From an optimization exercise on the open Yosys and OpenROAD flow, aimed at small area, a short achievable clock period and few clock cycles per item; shortcuts taken in it are not production practice. The RTL was checked by simulation tests, not by an equivalence proof against the original design.

$ cat config.mk
export PLATFORM = sky130hd
export DESIGN_NAME = aes_128_key_inv
export DESIGN_NICKNAME = aes_128_key_inv
export VERILOG_FILES = /design/flow/design.v
export SDC_FILE = /design/flow/constraint.sdc
export NUM_CORES = 4
export LEC_CHECK = 0
export CAP_MARGIN = 20
export CORE_MARGIN = 2
export CORE_UTILIZATION = 40
export SLEW_MARGIN = 20
$ cat design.v
package aes_pkg;
    localparam int AES_NR = 10;
    typedef logic [31:0]  aes_word_t;
    typedef logic [127:0] aes_key_t;
    function automatic logic [7:0] gf_xtime(input logic [7:0] a);
        gf_xtime = {a[6:0], 1'b0} ^ (a[7] ? 8'h1b : 8'h00);
    endfunction
    function automatic logic [7:0] gf_mul(input logic [7:0] a, input logic [7:0] b);
        logic [7:0] p;
        logic [7:0] x;
        p = '0;
        x = a;
        for (int i = 0; i < 8; i++) begin
            if (b[i]) p = p ^ x;
            x = gf_xtime(x);
        end
        gf_mul = p;
    endfunction
    function automatic logic [7:0] aes_rcon(input logic [3:0] i);
        aes_rcon = {i == 4'd8, i == 4'd7, i == 4'd6, i == 4'd5, i == 4'd4, i == 4'd3, i == 4'd2, i == 4'd1}
                 ^ ((i == 4'd9)  ? 8'h1b : 8'h00)
                 ^ ((i == 4'd10) ? 8'h36 : 8'h00);
    endfunction
endpackage
module aes_sbox
(
    input  logic [7:0] a,
    output logic [7:0] y
);
    logic [7:0] sq;
    logic [7:0] inv;
    always_comb begin
        sq  = a;
        inv = 8'h01;
        for (int i = 1; i < 8; i++) begin
            sq  = aes_pkg::gf_mul(sq, sq);
            inv = aes_pkg::gf_mul(inv, sq);
        end
        y = inv ^ {inv[6:0], inv[7]} ^ {inv[5:0], inv[7:6]} ^ {inv[4:0], inv[7:5]}
                ^ {inv[3:0], inv[7:4]} ^ 8'h63;
    end
endmodule
module aes_inv_mix_col
(
    input  aes_pkg::aes_word_t col,
    output aes_pkg::aes_word_t mixed
);
    logic [7:0] a0, a1, a2, a3;
    assign {a0, a1, a2, a3} = col;
    assign mixed[31:24] = aes_pkg::gf_mul(a0, 8'h0e) ^ aes_pkg::gf_mul(a1, 8'h0b) ^ aes_pkg::gf_mul(a2, 8'h0d) ^ aes_pkg::gf_mul(a3, 8'h09);
    assign mixed[23:16] = aes_pkg::gf_mul(a0, 8'h09) ^ aes_pkg::gf_mul(a1, 8'h0e) ^ aes_pkg::gf_mul(a2, 8'h0b) ^ aes_pkg::gf_mul(a3, 8'h0d);
    assign mixed[15:8]  = aes_pkg::gf_mul(a0, 8'h0d) ^ aes_pkg::gf_mul(a1, 8'h09) ^ aes_pkg::gf_mul(a2, 8'h0e) ^ aes_pkg::gf_mul(a3, 8'h0b);
    assign mixed[7:0]   = aes_pkg::gf_mul(a0, 8'h0b) ^ aes_pkg::gf_mul(a1, 8'h0d) ^ aes_pkg::gf_mul(a2, 8'h09) ^ aes_pkg::gf_mul(a3, 8'h0e);
endmodule
module aes_128_key_inv
#(
    parameter bit EQ_INV = 1'b1
) (
    input  logic       clk,
    input  logic       rst,
    input  logic       key_vld_i,
    input  aes_pkg::aes_key_t key_i,
    output logic       key_rdy_o,
    output logic       rk_vld_o,
    input  logic       rk_rdy_i,
    output aes_pkg::aes_key_t rk_o,
    output logic [3:0] rk_idx_o,
    output logic       rk_last_o
);
    typedef enum logic {IDLE, RUN} state_t;
    state_t     state;
    aes_pkg::aes_key_t   key_q;
    logic [3:0] idx_q;
    logic       vld_q;
    aes_pkg::aes_word_t  w0, w1, w2, w3;
    aes_pkg::aes_word_t  p0, p1, p2, p3;
    aes_pkg::aes_word_t  rot;
    aes_pkg::aes_word_t  sub;
    aes_pkg::aes_key_t   prev_key;
    assign {w0, w1, w2, w3} = key_q;
    assign p3  = w3 ^ w2;
    assign p2  = w2 ^ w1;
    assign p1  = w1 ^ w0;
    assign rot = {p3[23:0], p3[31:24]};
    assign p0  = w0 ^ sub ^ {aes_pkg::aes_rcon(idx_q), 24'h0};
    assign prev_key = {p0, p1, p2, p3};
    for (genvar g = 0; g < 4; g++) begin : g_sbox
        aes_sbox u_sbox (
            .a (rot[8*g +: 8]),
            .y (sub[8*g +: 8])
        );
    end
    always_ff @(posedge clk) begin
        if (rst) begin
            state <= IDLE;
            vld_q <= 1'b0;
            key_q <= '0;
            idx_q <= '0;
        end else begin
            case (state)
                IDLE: begin
                    if (key_vld_i) begin
                        state <= RUN;
                        vld_q <= 1'b1;
                        key_q <= key_i;
                        idx_q <= 4'(aes_pkg::AES_NR);
                    end
                end
                RUN: begin
                    if (rk_rdy_i) begin
                        if (idx_q == 4'd0) begin
                            state <= IDLE;
                            vld_q <= 1'b0;
                        end else begin
                            key_q <= prev_key;
                            idx_q <= idx_q - 4'd1;
                        end
                    end
                end
                default: state <= IDLE;
            endcase
        end
    end
    assign key_rdy_o = (state == IDLE) && !rst;
    assign rk_vld_o  = vld_q;
    assign rk_idx_o  = idx_q;
    assign rk_last_o = vld_q && (idx_q == 4'd0);
    if (EQ_INV) begin : g_eq
        aes_pkg::aes_key_t imc;
        for (genvar c = 0; c < 4; c++) begin : g_col
            aes_inv_mix_col u_imc (
                .col   (key_q[32*c +: 32]),
                .mixed (imc[32*c +: 32])
            );
        end
        assign rk_o = (idx_q != 4'd0 && idx_q != 4'(aes_pkg::AES_NR)) ? imc : key_q;
    end else begin : g_raw
        assign rk_o = key_q;
    end
endmodule
$ cat run.sh
#!/bin/bash
# synth_recipe.tcl (not shown) runs the flow's synth.tcl, then flattens the netlist and writes it again
# the make line also repeats each setting of config.mk as NAME=value (left out here)
make -C /OpenROAD-flow-scripts/flow DESIGN_CONFIG=/design/flow/config.mk WORK_HOME=/design/flow/orfs CLKGATE_MAP_FILE= SYNTH_SCRIPT=/design/flow/synth_recipe.tcl finish
$ cat constraint.sdc
create_clock -name core_clock -period 16.0 [get_ports {clk}]
set_input_delay 3.2000 -clock core_clock [delete_from_list [all_inputs] [get_ports {clk}]]
set_output_delay 3.2000 -clock core_clock [all_outputs]
set_load 0.01 [all_outputs]
==> qor.csv <==
metric,value,unit
avgRoutedWirePerCell,22.5,µm
dieHeight,431,µm
first_global_vias,69500,
regArea,0.00269,mm²
syn_area,0.0728,mm²
drive_above_1_share,0.131,
die_w,431,µm
reg2reg_to,key_q[116]$_SDFFE_PP0P_,
synthSimpleGateAreaFrac,0.188,
route.detailed.drc,0,
synth_edf_count,0,
fin_ws,0.656,ns
drt_iter0_drc,6292,
cap_violations,0,
min_from,key_q[89]$_SDFFE_PP0P_,
top_layer,met5,
holdCritPathClass,reg -> reg,
dpl_worst_slack,-0.459,ns
synth_top_area_cell,xnor2_1,
synth_top_family_by_area,XOR/XNOR gates,
yosys.area_share.adder,0.00509,
h-tree-depth,4,
syn_nets,9969,
synthArstFlopShare,0,
fillers,18000,
status,finished clean,
muxShareOfSynthArea,0.0406,
io_buffers,266,
cts_root_buffer,clkbuf_16,
grt_first_pass_wirelength,428000,µm
tightest_slew,1.36,ns
vias,72800,
whs_endpoint,key_q[89]$_SDFFE_PP0P_,
critPathSlowestCell,or4_4,
synth_area_leaders,"xnor2_1, xnor3_1, nor2_1",
start_util,0.403,
grt_max_degree,228,
cp-end-kind,register,
setup_viol,0,
yosysUniqueCellTypes,109,
worstPathArrival,15.71,ns
rows,156,
cts_buffers,17,
worstReg2RegStart,key_q[47]$_SDFFE_PP0P_,
worst-setup-path-type,reg -> reg,
max_freq,65.2,MHz
r2r_cells,52,
dieArea,0.185,mm²
via_per_inst,5.81,
wl_met3,16900,µm
cts_sinks,134,
fin_crit_sh,0.959,
final_antenna_net_count,0,
holdBufCountCts,0,
ys_seq_elements,134,
cp-start-kind,register,
layout_min_cycle_time,15.34,ns
synth-compound-area-share,0.181,
grt_usage,0.292,
required,16.36,ns
wl_met1,115000,µm
slew_headroom,0.0928,
syn_inst,9813,
grt_overflow_total,0,
multiInputGateArea,0.0689,mm²
netlist.area_leader.share,0.258,
synth_area_per_cell,7.42,µm²
hpwl,215000,µm
crit_top_cell,xnor3_1,
cts_tree,done,
clock_skew,0.0106,ns
synth_top_flop_cell,dfxtp_1,
dr.pass1.iters,9,
antenna_found_initial,8,
layout.nets,10300,
syn_to_final_growth,15.3,%
report.final.slew_viol_count,0,
rsz0062_at_grt,yes,
crit_path_max_fanout,10,
utilization,0.464,
hold_depth,2,
pin_count,267,
ys_seq_area_frac,0.0369,
path_clk_slew,0.07,ns
stdcell_area,0.0839,mm²
drt_wl_total,282000,µm
cts_buffer_depth,2,
core_area,0.181,mm²
hold_viol_final,0,
met2_length,131000,µm
timing.hold.ws,0.501,ns
yosys.cell_count.top_type,xnor2_1,
yosysWarnings,3,
synth_xor_area_frac,0.505,
synthTopCellsByCount,"xnor2_1, nor2_1, nand2_1",
reg2reg_slack,0.66,ns
postPlaceCellArea,0.0813,mm²
max_stage_delay,0.62,ns
clk_latency,0.50,ns
gp_congestion,0.966,
timing repair:
item / CTS / global route
gates cloned: 0 / 1
resized for setup: 22 / 237
pin swaps: 2 / 52
buffers inserted: 0 / 70
setup endpoints to repair: 16 / 32
sequential cells by signal, indices dropped and copies added (netlist names):
signal	cells
idx_q	4
state	1
vld_q	1
key_q	128
cell usage in the layout, fill, tap and decap left out, types with 131 or more instances in the layout:
cell             netlist  routed
xnor2_2               55     182
a21oi_1              513     507
xnor2_1             2144    1999
dfxtp_1              134     131
xnor3_1              430     388
nor2_1              1330    1323
buf_4                 14     742
xor2_1               565     524
clkdlybuf4s50_1        0     265
mux2i_1              221     219
o21ai_0              588     580
nand2_1             1034    1031
nand3_1              209     207
nor3_1               220     216
critical path: cells and delay by family (launching register included):
| kind | cells | cell delay [ns] |
|---|---|---|
| muxes | 1 | 0.17 |
| AOI/OAI and AO/OA | 11 | 2.60 |
| and+or+nand+nor | 7 | 1.59 |
| buffers and inverters | 6 | 0.82 |
| adders and majority gates | 2 | 0.59 |
| xor gates and xnor gates | 25 | 9.08 |
| DFF | 1 | 0.35 |
metrics by stage:
step | TNS, ns | std cells
after global placement | -0.106 | 12400
after CTS | 0 | 12400
after global routing | -0.570 | 12500
after floorplan | 0 | 9813
after detailed placement | -2.14 | 12400
final | 0 | 12500
routing by layer:
layer  track usage  up-vias
met4         0.162        4
met3        0.0316      551
li1              -    34300
met5             0        -
met2         0.483     2810
met1         0.369    35100
area by class of cell:
cell class | count | share of cell area
diodes | 7 | 0.000209
inverters | 84 | 0.00389
flip-flops and latches | 134 | 0.0320
repair buffers | 1021 | 0.100
clock buffers | 21 | 0.00560
well taps | 2370 | 0.0353
multi-input cells | 8872 | 0.821
clock inverters | 10 | 0.00146
worst max-delay path by stage:
stage                                    to                    from  slack, ns
floorplan           key_q[126]$_SDFFE_PP0P_  key_q[55]$_SDFFE_PP0P_       0.01
global placement    key_q[116]$_SDFFE_PP0P_  key_q[47]$_SDFFE_PP0P_      -0.11
detailed placement  key_q[127]$_SDFFE_PP0P_  key_q[54]$_SDFFE_PP0P_      -0.46
CTS                 key_q[127]$_SDFFE_PP0P_  key_q[54]$_SDFFE_PP0P_        0.1
global route        key_q[127]$_SDFFE_PP0P_  key_q[54]$_SDFFE_PP0P_      -0.18
finish              key_q[116]$_SDFFE_PP0P_  key_q[47]$_SDFFE_PP0P_       0.66
kinds of logic after synthesis:
logic type | after synthesis
DFF | 134
xor gates and xnor gates | 3300
adders and majority gates | 31
and+or+nand+nor | 3198
muxes | 283
AOI/OAI and AO/OA | 2060
buffers and inverters | 807
Testbench counts, summed over its fixed seeds: cycles 3,840, items 3,520.

## separate check: timing with driven ports
No port has a modelled driver above. Below, the same layout with a new extraction and two added sets of constraints. Step 1: set_driving_cell puts a clkbuf_16 on clk and a buf_2 on each other input, an assumption about the parent block. Step 2 moves the port delays by t, midway between the first and last clock arrival at a register: inputs arrive t later, outputs are due t later. That takes back most of the time a late clock gives input paths. Slacks: ideal / step 1 / step 2; pairs: ideal / step 1.
t (ns): 0.566
slack for setup (ns): 0.656 / 0.656 / 0.656
cell pins on the clock port's net: 1
After both steps setup and hold are still met in this run. For this run, drivers alone change the setup slack by 0.000 ns; drivers and shift together by 0.000 ns.
